From an optimization exercise on the open Yosys and OpenROAD flow, aimed at small area and a short achievable clock period; shortcuts taken in it are not production practice.
In this exercise RTL edits were held to simulation tests only and were not proved equivalent to the original.
Power figures rest on the tool's default switching activity, not on a simulated workload.

--- design/flow/run.sh ---
#!/bin/bash
# synth_recipe.tcl (not shown) runs the flow's synth.tcl, then flattens the netlist and writes it again
# the make line also repeats each setting of config.mk as NAME=value (left out here)
make -C /OpenROAD-flow-scripts/flow DESIGN_CONFIG=/design/flow/config.mk WORK_HOME=/design/flow/orfs CLKGATE_MAP_FILE= SYNTH_SCRIPT=/design/flow/synth_recipe.tcl finish
--- design/flow/config.mk ---
export PLATFORM = sky130hd
export DESIGN_NAME = fpio_stream_ctrl
export DESIGN_NICKNAME = fpio_stream_ctrl
export VERILOG_FILES = /design/flow/design.v
export SDC_FILE = /design/flow/constraint.sdc
export NUM_CORES = 4
export LEC_CHECK = 0
export CAP_MARGIN = 20
export CORE_MARGIN = 2
export CORE_UTILIZATION = 40
export SLEW_MARGIN = 20
--- design/flow/constraint.sdc ---
create_clock -name core_clock -period 7.5 [get_ports {clk}]
set_input_delay 1.5000 -clock core_clock [delete_from_list [all_inputs] [get_ports {clk}]]
set_output_delay 1.5000 -clock core_clock [all_outputs]
set_load 0.01 [all_outputs]
--- design/flow/design.v ---
module fpio_sync_fifo #(
  parameter int FIFO_BITS  = 8,
  parameter int DATA_WIDTH = 8
) (
  input  logic                  clk,
  input  logic                  rstn,
  input  logic                  push,
  input  logic                  pop,
  input  logic                  flush,
  input  logic [DATA_WIDTH-1:0] wdata,
  output logic [DATA_WIDTH-1:0] rdata,
  output logic [FIFO_BITS:0]    count,
  output logic                  full,
  output logic                  empty
);
  localparam int DEPTH = 1 << FIFO_BITS;
  localparam logic [FIFO_BITS:0] FULL_CNT = (FIFO_BITS+1)'(DEPTH);
  localparam logic [FIFO_BITS:0] ONE      = (FIFO_BITS+1)'(1);
  logic [DATA_WIDTH-1:0] mem [DEPTH];
  logic [FIFO_BITS:0]    wr_ptr;
  logic [FIFO_BITS:0]    rd_ptr;
  logic                  do_push;
  logic                  do_pop;
  assign count   = wr_ptr - rd_ptr;
  assign full    = (count == FULL_CNT);
  assign empty   = (count == '0);
  assign do_push = push && !full;
  assign do_pop  = pop && !empty;
  assign rdata   = mem[rd_ptr[FIFO_BITS-1:0]];
  always_ff @(posedge clk or negedge rstn) begin
    if (!rstn) begin
      wr_ptr <= '0;
      rd_ptr <= '0;
    end else if (flush) begin
      wr_ptr <= '0;
      rd_ptr <= '0;
    end else begin
      if (do_push) wr_ptr <= wr_ptr + ONE;
      if (do_pop)  rd_ptr <= rd_ptr + ONE;
    end
  end
  always_ff @(posedge clk) begin
    if (do_push && !flush) mem[wr_ptr[FIFO_BITS-1:0]] <= wdata;
  end
endmodule
module fpio_stream_ctrl #(
  parameter int FIFO_BITS  = 8,
  parameter int DATA_WIDTH = 8,
  parameter int ADDR_BITS  = 4
) (
  input  logic                  clk,
  input  logic                  rstn,
  output logic                  irq,
  input  logic [ADDR_BITS-1:0]  host_addr,
  input  logic                  host_write_en,
  input  logic [31:0]           host_write_data,
  input  logic                  host_read_en,
  output logic [31:0]           host_read_data,
  output logic [DATA_WIDTH-1:0] dat_o_data,
  output logic                  dat_o_valid,
  input  logic                  dat_o_ready,
  input  logic [DATA_WIDTH-1:0] dat_i_data,
  input  logic                  dat_i_valid,
  output logic                  dat_i_ready
);
  localparam int A_TXDATA  = 0;
  localparam int A_TXFREE  = 1;
  localparam int A_RXDATA  = 2;
  localparam int A_RXCOUNT = 3;
  localparam int A_CTRL    = 4;
  localparam int A_DIVISOR = 5;
  localparam int A_STATUS  = 6;
  localparam int A_IRQEN   = 7;
  localparam int A_TXTHR   = 8;
  localparam int A_RXTHR   = 9;
  localparam int CTRL_TX_EN    = 0;
  localparam int CTRL_RX_EN    = 1;
  localparam int CTRL_TX_FLUSH = 2;
  localparam int CTRL_RX_FLUSH = 3;
  localparam int ST_TX_OVF = 0;
  localparam int ST_RX_UNF = 1;
  typedef struct packed {
    logic rx_high;
    logic tx_low;
    logic rx_unf;
    logic tx_ovf;
  } status_t;
  localparam int DEPTH = 1 << FIFO_BITS;
  typedef logic [FIFO_BITS:0]   cnt_t;
  typedef logic [ADDR_BITS-1:0] addr_t;
  logic        tx_en;
  logic        rx_en;
  logic [15:0] divisor;
  logic [15:0] pace_cnt;
  logic        tx_ovf;
  logic        rx_unf;
  logic [3:0]  irq_en;
  cnt_t        tx_thr;
  cnt_t        rx_thr;
  cnt_t                  tx_count;
  cnt_t                  rx_count;
  logic                  tx_full, tx_empty, rx_full, rx_empty;
  logic [DATA_WIDTH-1:0] rx_head;
  status_t               status;
  logic wr_txdata, wr_ctrl, wr_div, wr_status, wr_irqen, wr_txthr, wr_rxthr;
  logic rd_rxdata;
  logic tx_pop, tx_flush, rx_push, rx_pop, rx_flush;
  logic tx_ovf_set, rx_unf_set, tx_ovf_clr, rx_unf_clr;
  logic unused_wdata;
  assign wr_txdata = host_write_en && (host_addr == addr_t'(A_TXDATA));
  assign wr_ctrl   = host_write_en && (host_addr == addr_t'(A_CTRL));
  assign wr_div    = host_write_en && (host_addr == addr_t'(A_DIVISOR));
  assign wr_status = host_write_en && (host_addr == addr_t'(A_STATUS));
  assign wr_irqen  = host_write_en && (host_addr == addr_t'(A_IRQEN));
  assign wr_txthr  = host_write_en && (host_addr == addr_t'(A_TXTHR));
  assign wr_rxthr  = host_write_en && (host_addr == addr_t'(A_RXTHR));
  assign rd_rxdata = host_read_en  && (host_addr == addr_t'(A_RXDATA));
  assign tx_flush    = wr_ctrl && host_write_data[CTRL_TX_FLUSH];
  assign rx_flush    = wr_ctrl && host_write_data[CTRL_RX_FLUSH];
  assign dat_o_valid = tx_en && !tx_empty && (pace_cnt == 16'd0);
  assign tx_pop      = dat_o_valid && dat_o_ready;
  assign dat_i_ready = rx_en && !rx_full;
  assign rx_push     = dat_i_valid && dat_i_ready;
  assign rx_pop      = rd_rxdata && !rx_empty;
  assign tx_ovf_set = wr_txdata && tx_full;
  assign rx_unf_set = rd_rxdata && rx_empty;
  assign tx_ovf_clr = wr_status && host_write_data[ST_TX_OVF];
  assign rx_unf_clr = wr_status && host_write_data[ST_RX_UNF];
  assign status.tx_ovf  = tx_ovf;
  assign status.rx_unf  = rx_unf;
  assign status.tx_low  = (tx_count <= tx_thr);
  assign status.rx_high = (rx_count >= rx_thr);
  assign unused_wdata = ^host_write_data;
  fpio_sync_fifo #(.FIFO_BITS(FIFO_BITS), .DATA_WIDTH(DATA_WIDTH)) u_tx_fifo (
    .clk   (clk),
    .rstn  (rstn),
    .push  (wr_txdata),
    .pop   (tx_pop),
    .flush (tx_flush),
    .wdata (host_write_data[DATA_WIDTH-1:0]),
    .rdata (dat_o_data),
    .count (tx_count),
    .full  (tx_full),
    .empty (tx_empty)
  );
  fpio_sync_fifo #(.FIFO_BITS(FIFO_BITS), .DATA_WIDTH(DATA_WIDTH)) u_rx_fifo (
    .clk   (clk),
    .rstn  (rstn),
    .push  (rx_push),
    .pop   (rx_pop),
    .flush (rx_flush),
    .wdata (dat_i_data),
    .rdata (rx_head),
    .count (rx_count),
    .full  (rx_full),
    .empty (rx_empty)
  );
  always_ff @(posedge clk or negedge rstn) begin
    if (!rstn) begin
      tx_en    <= 1'b0;
      rx_en    <= 1'b0;
      divisor  <= '0;
      pace_cnt <= '0;
      tx_ovf   <= 1'b0;
      rx_unf   <= 1'b0;
      irq_en   <= '0;
      tx_thr   <= '0;
      rx_thr   <= '0;
      irq      <= 1'b0;
    end else begin
      if (wr_ctrl) begin
        tx_en <= host_write_data[CTRL_TX_EN];
        rx_en <= host_write_data[CTRL_RX_EN];
      end
      if (wr_div)   divisor <= host_write_data[15:0];
      if (wr_irqen) irq_en  <= host_write_data[3:0];
      if (wr_txthr) tx_thr  <= host_write_data[FIFO_BITS:0];
      if (wr_rxthr) rx_thr  <= host_write_data[FIFO_BITS:0];
      tx_ovf <= tx_ovf_set || (tx_ovf && !tx_ovf_clr);
      rx_unf <= rx_unf_set || (rx_unf && !rx_unf_clr);
      irq    <= |(status & irq_en);
      if (tx_flush)              pace_cnt <= '0;
      else if (tx_pop)           pace_cnt <= divisor;
      else if (pace_cnt != '0)   pace_cnt <= pace_cnt - 16'd1;
    end
  end
  cnt_t        tx_free;
  logic [31:0] tx_free_w, rx_head_w, rx_count_w, tx_thr_w, rx_thr_w;
  assign tx_free    = cnt_t'(DEPTH) - tx_count;
  assign tx_free_w  = tx_free;
  assign rx_head_w  = rx_head;
  assign rx_count_w = rx_count;
  assign tx_thr_w   = tx_thr;
  assign rx_thr_w   = rx_thr;
  always_comb begin
    host_read_data = '0;
    case (host_addr)
      A_TXFREE:  host_read_data = tx_free_w;
      A_RXDATA:  host_read_data = rx_empty ? 32'd0 : rx_head_w;
      A_RXCOUNT: host_read_data = rx_count_w;
      A_CTRL:    host_read_data = {30'd0, rx_en, tx_en};
      A_DIVISOR: host_read_data = {16'd0, divisor};
      A_STATUS:  host_read_data = {28'd0, status};
      A_IRQEN:   host_read_data = {28'd0, irq_en};
      A_TXTHR:   host_read_data = tx_thr_w;
      A_RXTHR:   host_read_data = rx_thr_w;
      default:            host_read_data = '0;
    endcase
  end
endmodule
==> key figures <==
Layout
  – Commonest cells after routing, fill and taps aside: 4096 x edfxtp_1, 1269 x mux4_2, 634 x nor2_1, 416 x clkbuf_16, 248 x nand2_1
  – Share of cells above drive strength 1: 26.2%
  – Layout area overhead: 12.3%
  – Final std cells w/o fill: 13500
  – Final layout net count: 7799
  – Most common cell after layout, fill and taps aside: edfxtp_1

Clock network
  – Hold-fix buffers, CTS: 0
  – TritonCTS clock tree: done
  – Clk sink count: 4191
  – Clock-pin slew on the worst setup and hold paths: 0.06 ns
  – Cts bufs inserted: 409
  – Worst-Skew Late Latency: 0.98 ns
  – Bufs on Longest Clock Path: 4
  – Clk root buf: clkbuf_16
  – CTS H-tree lvls: 5

STA
  – Slew Viols, Final: 0
  – Relative slew slack: 22.6%
  – Clk_skew: 0.0627 ns
  – Endpoints failing hold: 0
  – Final setup TNS: 0 ns
  – Fmax: 0.137 GHz
  – Final setup violation count: 0
  – Post-route minimum period: 7.32 ns
  – Slew @ Worst Pin: 1.16 ns
  – Final period utilization: 97.6%
  – RSZ-0062 raised after global routing: no

Critical path
  – Critical path type: reg -> out
  – Req. time, crit path: 6.00 ns
  – Crit. End Element: primary output
  – Crit-path max FO: 20
  – Startpoint types: flip-flop
  – Reg2reg setup slack: 1.31 ns
  – Critical path arrival: 5.82 ns

Detailed routing
  – Vias per inst: 5.72
  – Vias: 77200
  – DRC viols: 0
  – Drt total wl: 402 mm
  – Drt first pass iters: 6
  – Routed len/inst: 29.8 um
  – Met1 wire length: 164 mm
  – Metal2 WL: 200 mm
  – DR iter-0 viols: 8435
  – Remaining antenna violation count after routing: 0
  – Met3 wire len: 25.1 mm
  – Highest routed layer: met5

Die
  – Io pins: 93
  – Chip width: 646 um
  – Die Height: 646 um
  – Core area: 410000 um^2
  – Die area: 417000 um^2
  – Initial cell density of the core: 40.2%
  – Row cnt: 235

Placement
  – Placed Cells: 12700
  – Hpwl dp: 236 mm
  – Placer Congestion: 0.821
  – Port bufs: 60

Power and ir drop
  – Cell Pwr Density: 307 nW/um^2
  – Max VDD drop: 0.357 mV
  – Leak: 55.8 nW

Synth
  – Syn Std Cell Area: 165000 um^2
  – Syn avg cell area: 21.9 um^2
  – Yosys warns: 2
  – Post-synthesis sequential area ratio: 76.1%
  – Synthesized flop and latch total: 4191
  – Unique masters post-synth: 77
  – Synth Instances: 7503
  – Top_reg_cell synth: edfxtp_1
  – Post-synth EDFFs: 4096
  – Ys async rst share: 2.27%

Global routing
  – Largest net degree at the start of global routing: 162
  – Gr usage total: 19.0%
  – First-pass GRT wire length: 576 mm
  – Overflow after GRT: 0
  – Vias in the first global route: 78600
  – Initial antenna violation count: 13

Worst hold path
  – Worst hold path type: in -> async

Flow run
  – Maxcap violations: 0

Outcome
  – Outcome: complete, no violations
==> sequential cells by signal, indices dropped and copies added (netlist names) <==
signal	cells
divisor	16
irq	1
irq_en	4
pace_cnt	16
rx_en	1
rx_thr	9
rx_unf	1
tx_en	1
tx_ovf	1
tx_thr	9
u_rx_fifo.mem	2048
u_rx_fifo.rd_ptr	9
u_rx_fifo.wr_ptr	9
u_tx_fifo.mem	2048
u_tx_fifo.rd_ptr	9
u_tx_fifo.wr_ptr	9
==> power breakdown <==
part | internal [mW] | switching [mW] | total, mW | leakage, nW
sequential | 25.9 | 0.264 | 26.1 | 38.0
combinational | 4.64 | 5.69 | 10.3 | 11.4
clock | 11.4 | 8.78 | 20.2 | 6.41
==> per-stage QoR <==
step | hold WS [ns] | cell area, um^2 | util [%] | total power [mW] | setup slack (ns)
finish | 0.436 | 185000 | 45.1 | 56.7 | 0.177
global route | 0.413 | 185000 | 45.1 | 58.4 | 0.0167
detailed placement | 0.526 | 172000 | 41.9 | 37.1 | 0.796
CTS | 0.367 | 185000 | 45.1 | 57.2 | 0.00599
global placement | 0.518 | 172000 | 41.9 | 37.0 | 0.800
floorplan | 0.488 | 165000 | - | 33.4 | 1.72
==> synthesized netlist by cell type (5+ instances only) <==
library cell | n | area (um^2)
and2_1 | 17 | 106
a21oi_1 | 50 | 250
mux4_2 | 1269 | 28600
mux2_2 | 44 | 495
buf_4 | 55 | 413
nor4_1 | 14 | 87.6
o21bai_1 | 5 | 37.5
o41ai_1 | 5 | 43.8
o21a_1 | 5 | 37.5
o211ai_1 | 7 | 52.6
nor2b_1 | 12 | 75.1
inv_1 | 48 | 180
a31oi_1 | 13 | 81.3
nor3_1 | 40 | 200
nor2_1 | 634 | 2380
and3_1 | 9 | 56.3
xor2_1 | 16 | 140
a32oi_1 | 8 | 70.1
a311oi_1 | 8 | 70.1
a211oi_1 | 17 | 128
o22ai_1 | 12 | 75.1
o21ai_0 | 42 | 210
mux2i_1 | 39 | 390
buf_2 | 133 | 666
edfxtp_1 | 4096 | 123000
or3_1 | 11 | 68.8
nand2b_1 | 16 | 100
buf_1 | 41 | 154
buf_6 | 7 | 78.8
dfrtp_1 | 95 | 2380
nand4_1 | 14 | 87.6
a22oi_1 | 20 | 150
a22o_1 | 7 | 61.3
a211o_1 | 5 | 43.8
a21o_1 | 9 | 67.6
nand3_1 | 59 | 295
ha_1 | 48 | 601
xnor2_1 | 38 | 333
a221oi_1 | 7 | 61.3
clkbuf_1 | 203 | 762
nand2_1 | 258 | 968
==> worst paths after layout <==
kind | endpoint | depth (start not counted) | from
hold reg to reg | divisor[14] | 1 | divisor[14]
min in group core_clock | divisor[14] | 1 | divisor[14]
setup reg to reg | u_tx_fifo.mem[107][3] | 13 | u_tx_fifo.rd_ptr[1]
hold / removal | divisor[14] | 1 | rstn
max in group asynchronous | u_rx_fifo.rd_ptr[1] | 2 | rstn
setup / recovery | host_read_data[4] | 12 | u_rx_fifo.rd_ptr[1]
==> critical path, cell delays in order, from the launching register on <==
cell and delay (ns):
dfrtp_4 0.72, inv_2 0.28, fa_1 0.54, a211oi_1 0.25, o21bai_1 0.16, o41ai_1 0.40, xnor2_1 0.26, inv_1 0.18
nor4_4 0.07, nand2b_2 0.35, nor2b_1 0.22, a21oi_1 0.63, clkdlybuf4s50_1 0.77
==> routing by layer <==
layer | vias up | track usage (%)
li1 | 31800 | -
met1 | 41900 | 26.2
met2 | 2947 | 31.5
met3 | 610 | 2.48
met4 | 6 | 5.93
met5 | - | 0
==> timing repair <==
item,CTS,global route
resized for setup,2,2
pin swaps,1,1
endpoints found under the setup margin,7,7
cloned,0,0
setup buffers,0,1
==> cell families (layout without fill, tap and decap cells) <==
group | Yosys count | after routing | synth area share (%)
flops | 4191 | 4191 | 76.1
compound gates | 254 | 254 | 1.06
simple gates | 1110 | 1110 | 2.84
fa+ha+maj | 50 | 50 | 0.389
mux | 1352 | 1352 | 17.9
xor+xnor | 54 | 54 | 0.287
other cells | 1 | 21 | 0.00228
buf+inv | 491 | 1010 | 1.38
==> layout make-up <==
| type | instances | area [um^2] |
|---|---|---|
| repair buffers | 209 | 2210 |
| well taps | 5451 | 6820 |
| multi-input cells | 2836 | 37200 |
| fillers | 34000 | 225000 |
| inverters | 52 | 213 |
| clock buffers | 496 | 10800 |
| diodes | 5 | 12.5 |
| clock inverters | 253 | 2370 |
| flip-flops and latches | 4191 | 125000 |

[re-timing with driven ports]
The flow's constraints put no driver on any port. The routed layout listed below was extracted and timed again, unchanged, in two steps.
Step 1 (the two cells are an assumption about what drives the block):
set clk [get_ports {clk}]
set_driving_cell -lib_cell sky130_fd_sc_hd__clkbuf_16 $clk
set_driving_cell -lib_cell sky130_fd_sc_hd__buf_2 [delete_from_list [all_inputs] $clk]
Step 2 also shifts input and output timing later by t, the mid clock arrival at the registers, as if the neighbouring blocks saw the same clock.
a / b / c = ideal ports / drivers / drivers and shift; a / b = the first two.
shift t [ns]: 1.067
setup WS [ns]: 0.177 / 0.066 / 0.778
worst hold slack (ns): 0.436 / 0.409 / 0.539
latest minus earliest clock arrival (ns): 0.078 / 0.078
worst register clock-pin slew, ns: 0.07 / 0.07
After both steps setup and hold are still met in this run. The setup slack of this run moves by -0.111 ns with the drivers and by +0.601 ns with both steps.
